From an optimization exercise on the open Yosys and OpenROAD flow, aimed at small area, a short achievable clock period and few clock cycles per item; shortcuts taken in it are not production practice.
In this exercise RTL edits were held to simulation tests only and were not proved equivalent to the original.
Power is estimated from default activity; no workload was simulated.

===== design/flow/run.sh =====
#!/bin/bash
# synth_recipe.tcl (not shown) runs the flow's synth.tcl, then flattens the netlist and writes it again
# the make line also repeats each setting of config.mk as NAME=value (left out here)
make -C /OpenROAD-flow-scripts/flow DESIGN_CONFIG=/design/flow/config.mk WORK_HOME=/design/flow/orfs CLKGATE_MAP_FILE= SYNTH_SCRIPT=/design/flow/synth_recipe.tcl finish

===== design/flow/config.mk =====
export PLATFORM = sky130hd
export DESIGN_NAME = sph_harmonic_norm_const_core
export DESIGN_NICKNAME = sph_harmonic_norm_const_core
export VERILOG_FILES = /design/flow/design.v
export SDC_FILE = /design/flow/constraint.sdc
export NUM_CORES = 4
export LEC_CHECK = 0
export CAP_MARGIN = 20
export CORE_MARGIN = 2
export CORE_UTILIZATION = 40
export SLEW_MARGIN = 20

===== design/flow/constraint.sdc =====
create_clock -name core_clock -period 8.0 [get_ports {clk}]
set_input_delay 1.6000 -clock core_clock [delete_from_list [all_inputs] [get_ports {clk}]]
set_output_delay 1.6000 -clock core_clock [all_outputs]
set_load 0.01 [all_outputs]

===== design/flow/design.v =====
package sphn_pkg;
    localparam int FIELD_W = 11;
    localparam logic [52:0] SQRT2_SIG = 53'h16A09E667F3BCD;
    localparam logic [1:0] D_MUL  = 2'd0;
    localparam logic [1:0] D_INIT = 2'd1;
    localparam logic [1:0] D_DIV  = 2'd2;
    localparam logic [1:0] M_IDLE = 2'd0;
    localparam logic [1:0] M_IT   = 2'd1;
    localparam logic [1:0] M_EXT  = 2'd2;
    localparam logic [1:0] M_DONE = 2'd3;
endpackage
module sph_harmonic_norm_const_core
#(
    parameter int DEGREE_BOUND = 2047
)
(
    input  logic               clk,
    input  logic               rst_n,
    input  logic               start,
    output logic               busy,
    input  logic [sphn_pkg::FIELD_W-1:0] degree,
    input  logic [sphn_pkg::FIELD_W-1:0] order,
    input  logic               cfg_we,
    input  logic [sphn_pkg::FIELD_W-1:0] cfg_wdata,
    output logic               done,
    output logic [63:0]        factor_bits,
    output logic               range_error
);
    logic [10:0] maxd_r;
    logic        busy_r;
    logic        done_r;
    logic        run_r;
    logic        chk_r;
    logic        err_r;
    logic [10:0] l_r;
    logic [10:0] m_r;
    logic [11:0] j_r;
    logic        d_act;
    logic        s_act;
    logic        m_act;
    logic        last_r;
    logic        accept;
    logic        err_now;
    logic        err_fin;
    logic        adv;
    logic        d_done;
    logic        s_done;
    logic        m_done;
    logic [11:0] j_nx;
    logic        sq2_nx;
    logic [1:0]  dph;
    logic [3:0]  dcnt;
    logic [21:0] dp;
    logic [23:0] dR;
    logic [53:0] dq;
    logic signed [5:0] dx;
    logic [24:0] da;
    logic [24:0] db;
    logic        dsub;
    logic [25:0] dsum;
    logic [21:0] dmsb;
    logic [4:0]  de;
    logic        dpow2;
    logic [53:0] srad;
    logic [54:0] srem;
    logic [53:0] sT;
    logic signed [7:0] sexp;
    logic [57:0] strial;
    logic        sge;
    logic [53:0] sinc;
    logic [52:0] sxi;
    logic signed [5:0] sxr;
    logic [1:0]  mph;
    logic [5:0]  mcnt;
    logic [52:0] mb;
    logic        mcb;
    logic signed [7:0] mexp;
    logic [53:0] mS;
    logic [53:0] mC;
    logic        mr1;
    logic        mr0;
    logic        mst;
    logic signed [12:0] mx;
    logic [52:0] fm;
    logic [10:0] fE;
    logic        mbit;
    logic [53:0] mpp;
    logic [53:0] mxor;
    logic [53:0] mmaj;
    logic        mext;
    logic        mcin;
    logic [53:0] msum;
    logic        mhi;
    logic        mup;
    logic [10:0] fB;
    logic signed [12:0] mL;
    logic signed [12:0] mBn;
    assign accept  = start && !busy_r;
    assign err_now = (order > degree) || (degree > maxd_r)
                     || (32'(degree) > DEGREE_BOUND);
    assign err_fin = chk_r && err_r;
    assign d_done = (dph == sphn_pkg::D_DIV) && dq[53];
    assign s_done = sT[53];
    assign m_done = (mph == sphn_pkg::M_DONE);
    assign adv    = run_r && !err_fin
                    && (!d_act || d_done) && (!s_act || s_done) && (!m_act || m_done);
    assign j_nx   = j_r + 12'd1;
    assign sq2_nx = (m_r != '0) && (j_nx == {1'b0, m_r} + 12'd2);
    always_ff @(posedge clk or negedge rst_n)
    begin
        if (!rst_n)
        begin
            maxd_r <= '0;
        end
        else if (cfg_we)
        begin
            maxd_r <= cfg_wdata;
        end
    end
    always_ff @(posedge clk or negedge rst_n)
    begin
        if (!rst_n)
        begin
            busy_r <= 1'b0;
            done_r <= 1'b0;
            run_r  <= 1'b0;
            chk_r  <= 1'b0;
        end
        else
        begin
            done_r <= 1'b0;
            chk_r  <= 1'b0;
            if (accept)
            begin
                busy_r <= 1'b1;
                run_r  <= 1'b1;
                chk_r  <= 1'b1;
            end
            else if (err_fin || (adv && last_r))
            begin
                busy_r <= 1'b0;
                run_r  <= 1'b0;
                done_r <= 1'b1;
            end
        end
    end
    always_ff @(posedge clk)
    begin
        if (accept)
        begin
            err_r  <= err_now;
            l_r    <= degree;
            m_r    <= order;
            j_r    <= '0;
            d_act  <= order != '0;
            s_act  <= 1'b1;
            m_act  <= 1'b0;
            last_r <= 1'b0;
        end
        else if (adv)
        begin
            j_r    <= j_nx;
            d_act  <= j_nx < {1'b0, m_r};
            s_act  <= j_nx <= {1'b0, m_r};
            m_act  <= 1'b1;
            last_r <= (m_r == '0) ? (j_nx == 12'd1) : sq2_nx;
        end
    end
    always_comb
    begin
        dmsb = '0;
        de   = '0;
        for (int i = 0; i < 22; i++)
        begin
            if (dp[i])
            begin
                dmsb = 22'(1) << i;
                de   = 5'(i);
            end
        end
    end
    assign dpow2 = dmsb == dp;
    always_comb
    begin
        if (adv)
        begin
            da   = {3'b0, dp};
            db   = {12'b0, j_nx, 1'b0};
            dsub = 1'b1;
        end
        else if (dph == sphn_pkg::D_MUL)
        begin
            da   = {dR, 1'b0};
            db   = dp[11] ? {13'b0, l_r, 1'b1} : '0;
            dsub = 1'b0;
        end
        else
        begin
            da   = {dR, 1'b0};
            db   = {3'b0, dp};
            dsub = 1'b1;
        end
    end
    assign dsum = {1'b0, da} + {1'b0, db ^ {25{dsub}}} + 26'(dsub);
    always_ff @(posedge clk)
    begin
        if (accept)
        begin
            dph  <= sphn_pkg::D_MUL;
            dcnt <= '0;
            dR   <= '0;
            dp   <= {10'b0, degree, 1'b1};
        end
        else if (adv)
        begin
            dp  <= dsum[21:0];
            dph <= sphn_pkg::D_INIT;
        end
        else
        begin
            unique case (dph)
                sphn_pkg::D_MUL:
                begin
                    dR   <= dsum[23:0];
                    dcnt <= dcnt + 4'd1;
                    if (dcnt == 4'd11)
                    begin
                        dp  <= dsum[23:2];
                        dph <= sphn_pkg::D_INIT;
                    end
                    else
                    begin
                        dp <= {dp[20:0], 1'b0};
                    end
                end
                sphn_pkg::D_INIT:
                begin
                    dR  <= dpow2 ? '0 : {2'b0, dmsb};
                    dq  <= {53'b0, dpow2};
                    dx  <= dpow2 ? 6'd0 - {1'b0, de} : ~{1'b0, de};
                    dph <= sphn_pkg::D_DIV;
                end
                default:
                begin
                    if (!dq[53])
                    begin
                        dR <= dsum[25] ? dsum[23:0] : {dR[22:0], 1'b0};
                        dq <= {dq[52:0], dsum[25]};
                    end
                end
            endcase
        end
    end
    assign strial = {1'b0, srem, srad[53:52]} - {2'b0, sT, 2'b01};
    assign sge    = !strial[57];
    assign sinc = {1'b0, dq[53:1]} + 54'(dq[0]);
    assign sxi  = {sinc[53] | sinc[52], sinc[51:0]};
    assign sxr  = dx + 6'(sinc[53]);
    always_ff @(posedge clk)
    begin
        if (accept)
        begin
            srad <= {degree, 1'b1, 42'b0};
            srem <= '0;
            sT   <= '0;
            sexp <= 8'sd7;
        end
        else if (adv)
        begin
            srad <= sxr[0] ? {sxi, 1'b0} : {1'b0, sxi};
            srem <= '0;
            sT   <= '0;
            sexp <= 8'(sxr >>> 1) + 8'sd2;
        end
        else if (!sT[53])
        begin
            srad <= {srad[51:0], 2'b00};
            srem <= sge ? strial[54:0] : {srem[52:0], srad[53:52]};
            sT   <= {sT[52:0], sge};
            sexp <= sexp - 8'sd1;
        end
    end
    assign fB   = (fE == '0) ? 11'd1 : fE;
    assign mbit = mb[0] ^ mcb;
    assign mext = (mph == sphn_pkg::M_EXT) && (mx < -13'sd1074);
    assign mpp  = (mph == sphn_pkg::M_IT && mbit) ? {1'b0, fm} : '0;
    assign mxor = mS ^ mC ^ mpp;
    assign mmaj = (mS & mC) | (mS & mpp) | (mC & mpp);
    assign mup  = mr1 && (mst || mS[0]);
    assign mcin = m_done && mup;
    assign msum = mS + mC + 54'(mcin);
    assign mhi  = msum[52];
    assign mL   = mx + 13'(msum[53]);
    assign mBn  = mL + 13'sd1075;
    always_ff @(posedge clk)
    begin
        if (accept)
        begin
            mph <= sphn_pkg::M_IDLE;
        end
        else if (adv)
        begin
            if (m_done)
            begin
                fm <= {msum[53] | msum[52], msum[51:0]};
                fE <= (msum[53] | msum[52]) ? mBn[10:0] : 11'd0;
            end
            if (j_r == '0)
            begin
                fm <= 53'h10000000000000;
                fE <= 11'd1023;
            end
            mb   <= sq2_nx ? sphn_pkg::SQRT2_SIG : sT[53:1];
            mcb  <= sq2_nx ? 1'b0 : sT[0];
            mexp <= sq2_nx ? -8'sd52 : sexp;
            mS   <= '0;
            mC   <= '0;
            mr1  <= 1'b0;
            mr0  <= 1'b0;
            mst  <= 1'b0;
            mcnt <= '0;
            mph  <= sphn_pkg::M_IT;
        end
        else
        begin
            unique case (mph)
                sphn_pkg::M_IT,
                sphn_pkg::M_EXT:
                begin
                    if (mph == sphn_pkg::M_IT || mext)
                    begin
                        mS  <= {1'b0, mxor[53:1]};
                        mC  <= mmaj;
                        mr1 <= mxor[0];
                        mr0 <= mr1;
                        mst <= mst | mr0;
                        mb  <= {1'b0, mb[52:1]};
                        mcb <= mb[0] & mcb;
                        mcnt <= mcnt + 6'd1;
                        if (mph == sphn_pkg::M_IT && mcnt == '0)
                        begin
                            mx <= 13'(fB) + 13'(mexp) - 13'sd1023;
                        end
                        else if (mph == sphn_pkg::M_EXT)
                        begin
                            mx <= mx + 13'sd1;
                        end
                        if (mph == sphn_pkg::M_IT && mcnt == 6'd52)
                        begin
                            mph <= sphn_pkg::M_EXT;
                        end
                    end
                    else
                    begin
                        mS  <= mhi ? {1'b0, msum[52:0]} : {1'b0, msum[51:0], mr1};
                        mC  <= '0;
                        mr1 <= mhi ? mr1 : mr0;
                        mst <= mhi ? (mr0 | mst) : mst;
                        mx  <= mx + 13'(mhi);
                        mph <= sphn_pkg::M_DONE;
                    end
                end
                default:
                begin
                end
            endcase
        end
        if (err_fin)
        begin
            fm <= '0;
            fE <= '0;
        end
    end
    assign busy        = busy_r;
    assign done        = done_r;
    assign factor_bits = {1'b0, fE, fm[51:0]};
    assign range_error = err_r;
endmodule

==> flow_results.org, run 1 <==
** Routing
- The count of nets left with antenna violations once routing finished came out at 0.
- Length of the first detailed-routing pass in iterations :: 6
- Total Routed Length :: 109200 microns
- Routed length per placed instance :: 18.63 microns
- Via Count :: 33770
- In the routed design, unresolved DRC markers number 0.
- In the routed layout, each cell is associated on average with a via count of 5.759.
- Starting DRT DRC Count :: 2640
- Detailed-routed wire length on met2 :: 49610 microns
- Highest routed layer :: met4
- The routed design uses 5607 microns of met3 wire.
- The detailed router put a total of roughly 50000 microns of wire on met1.

** Worst setup path
- Crit-path max cell delay :: 890 ps
- The worst setup path is launched from a register.
- The number of buffers and inverters on the critical path is 2.
- The critical path in this run is classified as reg2reg.
- In this design, the largest share of critical-path delay is due to compound AO/OA/AOI/OAI gates.
- Worst endpoint required time :: about 8500 ps
- Sort of element at the end of the critical path :: register
- Data on the critical path arrives at its endpoint at 6600 ps.
- The critical path goes through buf_4 > nand3b_1 > a2111oi_4 > nand2_4 > inv_6 > a21oi_1 > ha_1 > and3_1 > nand4_1 > nor4_1 > nor3_1 > or3_1 > a31oi_4 > mux2_2 > a221oi_1 > a211oi_1.
- Critical path peak fanout :: 110
- On the critical path, the stage with the largest delay is an instance of a31oi_4.

** STA
- Dividing the final minimum period by the clock period gives 0.7654.
- Max Clock Freq :: around 160 MHz
- Worst rel slew slack :: 0.2406
- At the pin with the least slew margin, the transition time is 1139 ps.
- For the final routed database, the setup TNS stands at 0 ps.
- Final critical path time including I/O delays and setup :: between 6000 and 7000 ps
- RSZ-0062 raised after global routing :: no
- Post-route clock skew :: ~29 ps
- Hold timing on the final database bottoms out at a slack of 475.4 ps.
- Setup violations remaining at the end of the flow were counted as 0.
- Final Slew Violations :: 0
- Final number of hold-violating endpoints :: 0

** Die
- For this configuration, the core starts out at a cell density of 0.4030.
- # IOs :: 104
- Measured along the x axis, the die boundary spans 321.4 microns.
- Die area :: 103300 sq um
- The core region is 100000 sq um.
- From bottom edge to top edge, the die measures 321.4 microns.
- FP Rows :: roughly 120

** CTS
- CTS buffer count :: 70
- Gates resized during post-CTS repair numbered 0.
- After clock tree synthesis, the setup repair step added 0 buffers.
- Clock-pin slew reported for the worst setup and hold paths after clock tree synthesis :: 60 ps
- Quantity of hold-fixing buffers added after cts :: 0
- In this run the clock root is driven by a clkbuf_16.
- Insertion delay to the later sink of the worst-skew pair :: 630 ps
- Number of clock sinks :: 592
- Buffer levels on the longest clock path :: 3
- TritonCTS built the clock tree.
- H-tree levels :: 3

** Cells and area
- Measured on the finished design, the core utilization comes to 0.4398.
- For this run, the post-layout net count is 4812.
- Fillcell total :: 9744
- Commonest cells after routing, fill and taps aside :: 429 x nand2_1, 421 x nor2_1, 405 x a21oi_1, 324 x o21ai_0, 296 x edfxtp_1
- 0 antenna diodes ended up in the layout.
- Leaving out fill and tap cells, the most frequent cell in the layout is nand2_1.
- Summing all non-filler instances in the final layout gives an area of ~44000 sq um.
- Layout Area Growth over Synthesis :: 9.150%
- Fraction of layout cells with a size suffix above 1 :: 0.04796

** GRT
- The first global-routing pass estimated 177100 microns of wire.
- Total congestion overflow after global routing :: 0
- Entering global routing, the biggest net connects 215 pins.
- Antenna violations before repair :: 0
- For this run, the total global-route usage over all layers was measured as 0.2082.
- Number of global-route vias before repair :: 32390

** Synthesis
- The cell area that synthesis handed to floorplanning was just over 40000 sq um.
- Of the synthesized area, sequential elements account for 0.3694.
- For this run, the number of Yosys warnings is 1.
- edfxtp_1 takes more of the synthesized area than any other cell.
- After synthesis the netlist holds a flip-flop and latch count of 592.
- Of the post-synthesis cell area, the dominant cell type holds 0.2206.
- Of all flip-flops after synthesis, the portion carrying an async set or reset was 0.02365.
- Synthesized netlist cell count :: 4669
- Synthesized area per cell :: 8.631 sq um
- Largest cells by area after synthesis :: edfxtp_1 22%, dfxtp_1 14%, ha_1 6.5%, a21oi_1 5.1%, o21ai_0 4.0%
- Among all flip-flop cells after synthesis, the most frequent one is edfxtp_1.
- In this run, synthesis inferred 296 flip-flops with an integrated enable.
- Yosys mapped the design onto 90 distinct sky130hd cell types.
- Total nets after synthesis :: roughly 5000

** Status
- Run status :: complete, no violations

** Power and ir drop
- In this run the static leakage power is between 15 and 20 nW.
- Power density normalized to cell area :: 483.3 nW/um^2
- Maximum vdd ir drop :: 0.4952 mV

** Hold path
- In this run the worst hold path is classified as reg2reg.

** Flow run
- Maximum Capacitance Violations :: 0

** Place
- Gp weighted congestion :: 0.9182
- The wire-length estimate of the detail-placed layout is 73710 microns.
- IO buf count :: slightly above 100
- In this run the cell area measured after placement is 41730 sq um.
[layout make-up]
| cell class | count | area, sq um | area share |
|---|---|---|---|
| multi-input combinational | 3511 | 23160 | 0.5265 |
| sequential | 592 | 14890 | 0.3385 |
| clock buffer | 106 | 2062 | 0.04688 |
| tap | 1298 | 1624 | 0.03692 |
| timing repair buffer | 139 | 1344 | 0.03055 |
| inverter | 195 | 742.0 | 0.01687 |
| clock inverter | 23 | 165.2 | 0.003755 |
[synthesized netlist by cell type, types with 58 or more instances]
| library cell | instances |
|---|---|
| nor2_1 | 427 |
| a22oi_1 | 61 |
| clkbuf_1 | 265 |
| a21o_1 | 68 |
| xnor2_1 | 123 |
| fa_1 | 58 |
| xor2_1 | 83 |
| and2_1 | 68 |
| inv_1 | 193 |
| o21ai_0 | 325 |
| dfxtp_1 | 282 |
| nand3_1 | 110 |
| mux2i_1 | 158 |
| nor3_1 | 93 |
| and3_1 | 143 |
| a211oi_1 | 107 |
| a21oi_1 | 407 |
| ha_1 | 208 |
| nand2_1 | 430 |
| edfxtp_1 | 296 |
[where the power goes]
part | internal [mW] | total [mW] | switching [mW]
Clock | 1.82 | 3.16 | 1.34
Combinational | 4.78 | 12.3 | 7.48
Sequential | 4.85 | 5.83 | 0.980
[state kept, by name, summed over array words and instances (netlist names), 2 cells and up]
register	count
srad	54
mx	13
dq	54
dx	6
j_r	12
l_r	11
fE	11
dp	22
fm	53
mb	53
sT	54
dph	2
srem	55
dR	24
dcnt	4
sexp	8
m_r	11
mC	53
mexp	8
mph	2
mS	53
mcnt	6
maxd_r	11
[per-stage QoR]
step | cells | power, mW | setup WS, ps
2_1_floorplan | 4669 | 14.94 | 2150
3_3_place_gp | 5734 | 17.89 | 2024
3_5_place_dp | 5734 | 18.00 | 1945
4_1_cts | 5863 | 21.27 | 1914
5_1_grt | 5864 | 23.07 | 1458
6_report | 5864 | 21.26 | 1877
[per-layer routing]
metal  vias to the layer above  track usage
met3                       147      0.02972
met4                         0      0.05504
met5                         -            0
met1                     16170       0.2918
met2                       866       0.3349
li1                      16590            -
[worst paths after layout]
check	start	to	slack (ps)	depth (start not counted)
max in group asynchronous	rst_n	chk_r	6050	1
worst min-delay path	m_act	m_act	480	2
worst max register to register	dph[1]	dR[19]	1880	16
worst max-delay path	dph[1]	dR[19]	1880	16
worst min register to register	m_act	m_act	480	2
min in group asynchronous	rst_n	maxd_r[5]	1440	1
[kinds of logic (layout without fill, tap and decap cells)]
kind of cell / Yosys count / count (layout) / share of synthesized area
muxes: 180 / 180 / 0.04539
DFF: 592 / 592 / 0.3694
and+or+nand+nor: 1499 / 1499 / 0.1764
buffers and inverters: 566 / 463 / 0.05968
xor gates and xnor gates: 206 / 206 / 0.04477
AOI/OAI and AO/OA: 1358 / 1358 / 0.2107
other: 1 / 1 / 0.00009306
adders and majority gates: 267 / 267 / 0.09364
[tightest hold or removal path, stage by stage, from the launching register on]
cell,delay (ps)
dfxtp_1,330
nor2_1,50
nor2_1,70
Testbench counts, summed over its fixed seeds: cycles 602,796, requests 384.
==> run 2: changes to the inputs <==
--- a/design/flow/design.v
+++ b/design/flow/design.v
@@ -58,6 +58,7 @@
     logic [24:0] db;
     logic        dsub;
     logic [25:0] dsum;
+    logic [21:0] dpn;
     logic [21:0] dmsb;
     logic [4:0]  de;
     logic        dpow2;
@@ -75,33 +76,33 @@
     logic [52:0] mb;
     logic        mcb;
     logic signed [7:0] mexp;
-    logic [53:0] mS;
-    logic [53:0] mC;
+    logic [52:0] ma;
     logic        mr1;
     logic        mr0;
     logic        mst;
-    logic signed [12:0] mx;
+    logic signed [12:0] mxb;
     logic [52:0] fm;
     logic [10:0] fE;
     logic        mbit;
-    logic [53:0] mpp;
-    logic [53:0] mxor;
-    logic [53:0] mmaj;
     logic        mext;
-    logic        mcin;
-    logic [53:0] msum;
+    logic        mfin;
     logic        mhi;
+    logic [52:0] mmant;
+    logic        mguard;
+    logic        msticky;
     logic        mup;
+    logic [52:0] mopa;
+    logic [52:0] mopb;
+    logic [53:0] msum;
     logic [10:0] fB;
-    logic signed [12:0] mL;
-    logic signed [12:0] mBn;
+    logic [10:0] mEn;
     assign accept  = start && !busy_r;
     assign err_now = (order > degree) || (degree > maxd_r)
                      || (32'(degree) > DEGREE_BOUND);
     assign err_fin = chk_r && err_r;
     assign d_done = (dph == sphn_pkg::D_DIV) && dq[53];
     assign s_done = sT[53];
-    assign m_done = (mph == sphn_pkg::M_DONE);
+    assign m_done = mfin;
     assign adv    = run_r && !err_fin
                     && (!d_act || d_done) && (!s_act || s_done) && (!m_act || m_done);
     assign j_nx   = j_r + 12'd1;
@@ -166,20 +167,21 @@
             last_r <= (m_r == '0) ? (j_nx == 12'd1) : sq2_nx;
         end
     end
+    assign dpn = adv ? dsum[21:0] : dp;
     always_comb
     begin
         dmsb = '0;
         de   = '0;
         for (int i = 0; i < 22; i++)
         begin
-            if (dp[i])
+            if (dpn[i])
             begin
                 dmsb = 22'(1) << i;
                 de   = 5'(i);
             end
         end
     end
-    assign dpow2 = dmsb == dp;
+    assign dpow2 = dmsb == dpn;
     always_comb
     begin
         if (adv)
@@ -211,10 +213,13 @@
             dR   <= '0;
             dp   <= {10'b0, degree, 1'b1};
         end
-        else if (adv)
+        else if (adv || dph == sphn_pkg::D_INIT)
         begin
-            dp  <= dsum[21:0];
-            dph <= sphn_pkg::D_INIT;
+            dp  <= dpn;
+            dR  <= dpow2 ? '0 : {2'b0, dmsb};
+            dq  <= {53'b0, dpow2};
+            dx  <= dpow2 ? 6'd0 - {1'b0, de} : ~{1'b0, de};
+            dph <= sphn_pkg::D_DIV;
         end
         else
         begin
@@ -233,13 +238,6 @@
                         dp <= {dp[20:0], 1'b0};
                     end
                 end
-                sphn_pkg::D_INIT:
-                begin
-                    dR  <= dpow2 ? '0 : {2'b0, dmsb};
-                    dq  <= {53'b0, dpow2};
-                    dx  <= dpow2 ? 6'd0 - {1'b0, de} : ~{1'b0, de};
-                    dph <= sphn_pkg::D_DIV;
-                end
                 default:
                 begin
                     if (!dq[53])
@@ -282,16 +280,17 @@
     end
     assign fB   = (fE == '0) ? 11'd1 : fE;
     assign mbit = mb[0] ^ mcb;
-    assign mext = (mph == sphn_pkg::M_EXT) && (mx < -13'sd1074);
-    assign mpp  = (mph == sphn_pkg::M_IT && mbit) ? {1'b0, fm} : '0;
-    assign mxor = mS ^ mC ^ mpp;
-    assign mmaj = (mS & mC) | (mS & mpp) | (mC & mpp);
-    assign mup  = mr1 && (mst || mS[0]);
-    assign mcin = m_done && mup;
-    assign msum = mS + mC + 54'(mcin);
-    assign mhi  = msum[52];
-    assign mL   = mx + 13'(msum[53]);
-    assign mBn  = mL + 13'sd1075;
+    assign mext = (mph == sphn_pkg::M_EXT) && (mxb < 13'sd1);
+    assign mfin = (mph == sphn_pkg::M_EXT) && !mext;
+    assign mhi     = ma[52];
+    assign mmant   = mhi ? ma : {ma[51:0], mr1};
+    assign mguard  = mhi ? mr1 : mr0;
+    assign msticky = mhi ? (mr0 | mst) : mst;
+    assign mup     = mguard && (msticky || mmant[0]);
+    assign mopa = mfin ? mmant : ma;
+    assign mopb = (mph == sphn_pkg::M_IT && mbit) ? fm : '0;
+    assign msum = {1'b0, mopa} + {1'b0, mopb} + 54'(mfin && mup);
+    assign mEn  = mxb[10:0] + 11'(mhi) + 11'(msum[53]);
     always_ff @(posedge clk)
     begin
         if (accept)
@@ -303,7 +302,7 @@
             if (m_done)
             begin
                 fm <= {msum[53] | msum[52], msum[51:0]};
-                fE <= (msum[53] | msum[52]) ? mBn[10:0] : 11'd0;
+                fE <= (msum[53] | msum[52]) ? mEn : 11'd0;
             end
             if (j_r == '0)
             begin
@@ -313,57 +312,34 @@
             mb   <= sq2_nx ? sphn_pkg::SQRT2_SIG : sT[53:1];
             mcb  <= sq2_nx ? 1'b0 : sT[0];
             mexp <= sq2_nx ? -8'sd52 : sexp;
-            mS   <= '0;
-            mC   <= '0;
+            ma   <= '0;
             mr1  <= 1'b0;
             mr0  <= 1'b0;
             mst  <= 1'b0;
             mcnt <= '0;
             mph  <= sphn_pkg::M_IT;
         end
-        else
+        else if (mph == sphn_pkg::M_IT || mext)
         begin
-            unique case (mph)
-                sphn_pkg::M_IT,
-                sphn_pkg::M_EXT:
-                begin
-                    if (mph == sphn_pkg::M_IT || mext)
-                    begin
-                        mS  <= {1'b0, mxor[53:1]};
-                        mC  <= mmaj;
-                        mr1 <= mxor[0];
-                        mr0 <= mr1;
-                        mst <= mst | mr0;
-                        mb  <= {1'b0, mb[52:1]};
-                        mcb <= mb[0] & mcb;
-                        mcnt <= mcnt + 6'd1;
-                        if (mph == sphn_pkg::M_IT && mcnt == '0)
-                        begin
-                            mx <= 13'(fB) + 13'(mexp) - 13'sd1023;
-                        end
-                        else if (mph == sphn_pkg::M_EXT)
-                        begin
-                            mx <= mx + 13'sd1;
-                        end
-                        if (mph == sphn_pkg::M_IT && mcnt == 6'd52)
-                        begin
-                            mph <= sphn_pkg::M_EXT;
-                        end
-                    end
-                    else
-                    begin
-                        mS  <= mhi ? {1'b0, msum[52:0]} : {1'b0, msum[51:0], mr1};
-                        mC  <= '0;
-                        mr1 <= mhi ? mr1 : mr0;
-                        mst <= mhi ? (mr0 | mst) : mst;
-                        mx  <= mx + 13'(mhi);
-                        mph <= sphn_pkg::M_DONE;
-                    end
-                end
-                default:
-                begin
-                end
-            endcase
+            ma  <= msum[53:1];
+            mr1 <= msum[0];
+            mr0 <= mr1;
+            mst <= mst | mr0;
+            mb  <= {1'b0, mb[52:1]};
+            mcb <= mb[0] & mcb;
+            mcnt <= mcnt + 6'd1;
+            if (mph == sphn_pkg::M_IT && mcnt == '0)
+            begin
+                mxb <= 13'(fB) + 13'(mexp) + 13'sd52;
+            end
+            else if (mph == sphn_pkg::M_EXT)
+            begin
+                mxb <= mxb + 13'sd1;
+            end
+            if (mph == sphn_pkg::M_IT && mcnt == 6'd52)
+            begin
+                mph <= sphn_pkg::M_EXT;
+            end
         end
         if (err_fin)
         begin
==> run 2 against run 1 <==
Compared with the run above: still clean; clock skew increased by 5.0 ps; synthesized area decreased by 10%; sequential cell count decreased by 53; sequential power decreased by 51%; clock power about the same; worst setup slack got worse by 1500 ps; final cell count decreased by 7.1%; critical path type unchanged; largest cell class unchanged.
==> flow_results.org, run 2 <==
** Synthesis
- Fraction of post-synthesis cell area in the top cell type by area :: 0.2021 (-0.01845)
- The count of flip-flops with a built-in enable after synthesis was 243 (-18%).
- Warnings, synthesis :: 1 (unchanged)
- Distinct cell type count after synthesis :: 89 (-1.1%)
- The share of flip-flops with an asynchronous set or reset after synthesis was 0.02597 (+0.002325).
- Total nets after synthesis :: 4533 (-8.8%)
- Largest cells by area after synthesis :: edfxtp_1 20%, dfxtp_1 16%, ha_1 6.9%, a21oi_1 4.9%, nand2_1 4.8%
- The instance count of the mapped netlist is 4291 (-8.1%).
- Biggest area consumer among synthesized cells :: edfxtp_1
- Main flop type after synthesis :: dfxtp_1
- Synth Register Bits :: 539 (-9.0%)
- The part of the Yosys area used for sequential elements came to 0.3682 (-0.001162).
- The mean post-synth cell area is 8.413 sq um (-2.5%).
- Counting instances in the post-synthesis netlist gives the leading cell types as 464 x nand2_1, 418 x nor2_1, 353 x a21oi_1.
- Yosys instantiated no cell more often than nand2_1.
- Syn Std Cell Area :: 36100 sq um (-10%)

** GRT
- The aggregate global routing overflow came to 0 (unchanged).
- The maximum number of pins on one net before global-route repair is 123 (-43%).
- Antenna violations before repair :: 1 (+1)
- Number of global-route vias before repair :: 29060 (-10%)
- First-pass GRT wire length :: 156400 microns (-12%)
- The total routing resource utilization after global routing was 0.2044 (-0.003757).

** CTS
- The cts-stage hold buffer count came to 0 (unchanged).
- The clock insertion delay at the later pin of the skew report came to 630 ps (about the same).
- The maximum root-to-sink buffer count was 3 (unchanged).
- CTS buffer count :: 70 (unchanged)
- Number of clock sinks :: 539 (-9.0%)
- TritonCTS built the clock tree.
- The tree is rooted in a clkbuf_16.
- The post-CTS clock slew at the launch and capture registers of the worst setup and hold paths came to 60 ps (about the same).
- Post-CTS setup buffer count :: 0 (unchanged)
- The count of H-tree levels built during CTS is 3 (unchanged).
- The count of instances resized after the clock tree is built is 0 (unchanged).

** STA
- Worst Hold Slack :: 444.7 ps (-30.67 ps)
- Final critical path time including I/O delays and setup :: 7592 ps (+1469 ps)
- The final number of hold-violating endpoints is 0 (unchanged).
- Final-layout setup total negative slack :: 0 ps (unchanged)
- Worst rel slew slack :: 0.3405 (+0.09992)
- Post-route clock skew :: 33.92 ps (+5.038 ps)
- The post-route fraction of the period consumed by the critical path is 0.9489 (+0.1836).
- The number of pins exceeding their max-slew limit in the final report was 0 (unchanged).
- RSZ-0062 raised after global routing :: no
- The number of failing setup endpoints in the final timing report was 0 (unchanged).
- Max Clock Freq :: 131.7 MHz (-19%)
- The least setup slack across all paths after layout was 408.4 ps (-1469 ps).
- The transition time at the pin with the least slew margin is 989.2 ps (-149.9 ps).

** Worst setup path
- For this design, the slowest cell found on the critical path is or4_1.
- Launch point of the worst path :: mxb[0]
- The largest fanout on the critical path came to 54 (-51%).
- The startpoint identified for the worst register-to-register timing path is mxb[0].
- The worst endpoint required time came to 8370 ps (-110 ps).
- Sort of element at the end of the critical path :: register
- The worst setup path is of the reg2reg kind.
- Crit-path leading delay family :: compound AO/OA/AOI/OAI gates
- Worst path cell trace :: or4_1 > o311a_4 > o21ai_4 > buf_12 > buf_4 > o21ai_0 > ha_1 > a2111oi_0 > o31a_1 > o21ai_0 > a211oi_2 > xor2_1 > o211ai_1 > or3_1 > o2bb2a_1 > o2111ai_1 > nor4_1 > nand4_1 > buf_4 > mux2_4
- The worst endpoint data arrival time is 7960 ps (+1360 ps).
- The delay contributed by the slowest stage of the critical path came to 620 ps (-270 ps).
- The number of buffer and inverter instances along the worst setup path was 3 (+1).
- Startpoint kind of the worst setup timing path :: register

** Status
- The run finished with no timing, DRC or antenna violations.

** Die
- FP Rows :: 110 (-5.2%)
- The y dimension of the die was 304.4 microns (-5.3%).
- The core area is 89740 sq um (-10%).
- The count of pins on the block boundary came to 104 (unchanged).
- The die extent in x came to 304.4 microns (-5.3%).
- Die area :: 92670 sq um (-10%)
- Initial Utilization :: 0.4023 (-0.0006558)

** Place
- The post-placement worst setup slack is 573.6 ps (-1372 ps).
- Dpl hpwl :: 66430 microns (-9.9%)
- IO buf count :: 102 (unchanged)
- Gp weighted congestion :: 0.9101 (-0.88%)

** Cells and area
- srem holds more flip-flops than any other register.
- Layout Area Growth over Synthesis :: 11.01%
- The number of flip-flops in the largest register is 55 (unchanged).
- Commonest cells after routing, fill and taps aside :: 463 x nand2_1, 414 x nor2_1, 351 x a21oi_1, 302 x o21ai_0, 281 x dfxtp_1
- The count of nets after finishing was 4455 (-7.4%).
- The library cell used most frequently in the layout, excluding fill and tap cells, is nand2_1.
- The share of post-route cells with drive strength above 1 is 0.06582 (+0.01786).
- Fillcell total :: 8869 (-9.0%)

** Routing
- The overall via count from detail_route came to 30320 (-10%).
- Total Routed Length :: 96840 microns (-11%)
- Routed length per placed instance :: 17.78 microns (-4.5%)
- The number of nets still failing antenna checks after routing was 0 (unchanged).
- Length of the first detailed-routing pass in iterations :: 7 (+1)
- Per-cell via count in the routed design :: 5.567 (-3.3%)
- The final routed DRC violation total was 0 (unchanged).
- Starting DRT DRC Count :: 1960 (-26%)

** Power and ir drop
- Standby leakage power :: 16.93 nW (-1.4%)
- The clock group share of total power is 0.519 (+0.370).
- Combinational power share :: 0.011 (-0.566)
- Internal power consumption :: 4.801 mW (-58%)
- Total power :: 6.099 mW (-71%)
- Fraction of power spent switching nets :: 0.2128 (-0.2484)
- Proportion of power drawn by flip-flops and latches :: 0.469 (+0.195)
- The largest voltage drop on the vdd net came to 0.1343 mV (-73%).
- Reported net switching power :: 1.298 mW (-87%)
- Power density normalized to cell area :: 152.2 nW/um^2 (-69%)

** Hold path
- The min-delay analysis places its worst path in the category reg2reg.
- HP Start :: fm[52]

** Flow run
- Maximum Capacitance Violations :: 0 (unchanged)
run 2: changes by cell type in the layout (fill, tap and decap cells not counted), sizes merged, moves of 32 or more:
cell and delta:
mux2i -37, o21ai -48, a211oi -42, and2 +32, fa -53, nand2 +34
mux2 +49, and3 -52, edfxtp -53, a21oi -55, a22oi -54
run 2: logic make-up (layout without fill, tap and decap cells):
kind of cell | Yosys count | in the layout | synth area share
AOI/OAI and AO/OA | 1151 | 1151 | 0.1995
xor gates and xnor gates | 212 | 212 | 0.05143
adders and majority gates | 205 | 205 | 0.07209
buffers and inverters | 480 | 458 | 0.05625
DFF | 539 | 539 | 0.3682
muxes | 192 | 192 | 0.05580
other | 1 | 2 | 0.0001039
and+or+nand+nor | 1511 | 1511 | 0.1967
run 2: final timing paths:
kind                        endpoint  slack, ps  cells past startpoint
max reg2reg                    dx[1]        410                     20
min reg2reg                   fm[52]        440                      2
max in group asynchronous  maxd_r[3]       6010                      1
max                            dx[1]        410                     20
min in group asynchronous      chk_r       1460                      1
min                           fm[52]        440                      2
run 2: area by class of cell:
| cell class | count | area, sq um | area share |
|---|---|---|---|
| antenna | 1 | 2.502 | 0.00006244 |
| inverter | 172 | 653.1 | 0.01630 |
| multi-input combinational | 3272 | 20890 | 0.5212 |
| tap | 1176 | 1471 | 0.03672 |
| clock inverter | 27 | 292.8 | 0.007306 |
| timing repair buffer | 158 | 1470 | 0.03668 |
| clock buffer | 101 | 2001 | 0.04992 |
| sequential | 539 | 13300 | 0.3318 |
run 2: routing by layer:
| metal | track usage | part of all wire | routed length (microns) | vias up |
|---|---|---|---|---|
| li1 | - | - | - | 15210 |
| met3 | 0.02883 | 0.049 | 4782 | 125 |
| met1 | 0.2800 | 0.47 | 45480 | 14280 |
| met2 | 0.3375 | 0.46 | 44410 | 699 |
| met5 | 0 | 0.00017 | 16 | - |
| met4 | 0.05342 | 0.022 | 2158 | 2 |
run 2: worst reg2reg max path: cells and delay by family, from the launching register on:
family | cells | cell delay (ps)
mux | 1 | 320
simple gates | 4 | 1790
flops | 1 | 500
compound gates | 10 | 3000
fa+ha+maj | 1 | 310
buf+inv | 3 | 1080
xor+xnor | 1 | 330
run 2: through the flow:
step	area [sq um]	cells	util
2_1_floorplan	36100	4291	-
6_report	40080	5446	0.4466
5_1_grt	40070	5445	0.4466
4_1_cts	40070	5445	0.4465
3_5_place_dp	37780	5317	0.4210
3_3_place_gp	37770	5317	0.4209
run 2: power groups by stage:
stage,sequential (mW),combinational [mW],clock [mW]
2_1_floorplan,2.92,0.0306,0
3_3_place_gp,2.92,0.0678,0
3_5_place_dp,2.92,0.0689,0
4_1_cts,2.86,0.0694,3.25
5_1_grt,2.86,0.0770,3.35
6_report,2.86,0.0686,3.17
Testbench counts of run 2, summed over its fixed seeds: cycles 592,844, requests 384.

afterwards: timing with drivers on the ports:
The flow's constraints put no driver on any port. The routed layouts listed below were extracted and timed again, unchanged, in two steps.
Step 1 sets driving cells, clkbuf_16 on the clock port and buf_2 on the other inputs (assumed; they add their load-dependent delay and slew).
Step 2 times the ports against the registers' clock, not the clock port: input delays grow and output delays shrink by t, the midpoint of the rising clock arrivals with the driver on.
Three values: no drivers, after step 1, after step 2; two values: the first two.
| run | t, ns | setup slack, ns | worst hold slack (ns) | slew at the worst register clock pin (ns) | worst data-port slew with drivers (ns) |
|---|---|---|---|---|---|
| run 1 | 0.691 | 1.877 / 1.877 / 1.877 | 0.475 / 0.475 / 0.475 | 0.06 / 0.06 | 0.05 |
| run 2 | 0.677 | 0.408 / 0.408 / 0.408 | 0.445 / 0.445 / 0.445 | 0.06 / 0.06 | 0.10 |
After both steps every run listed still meets setup and hold.
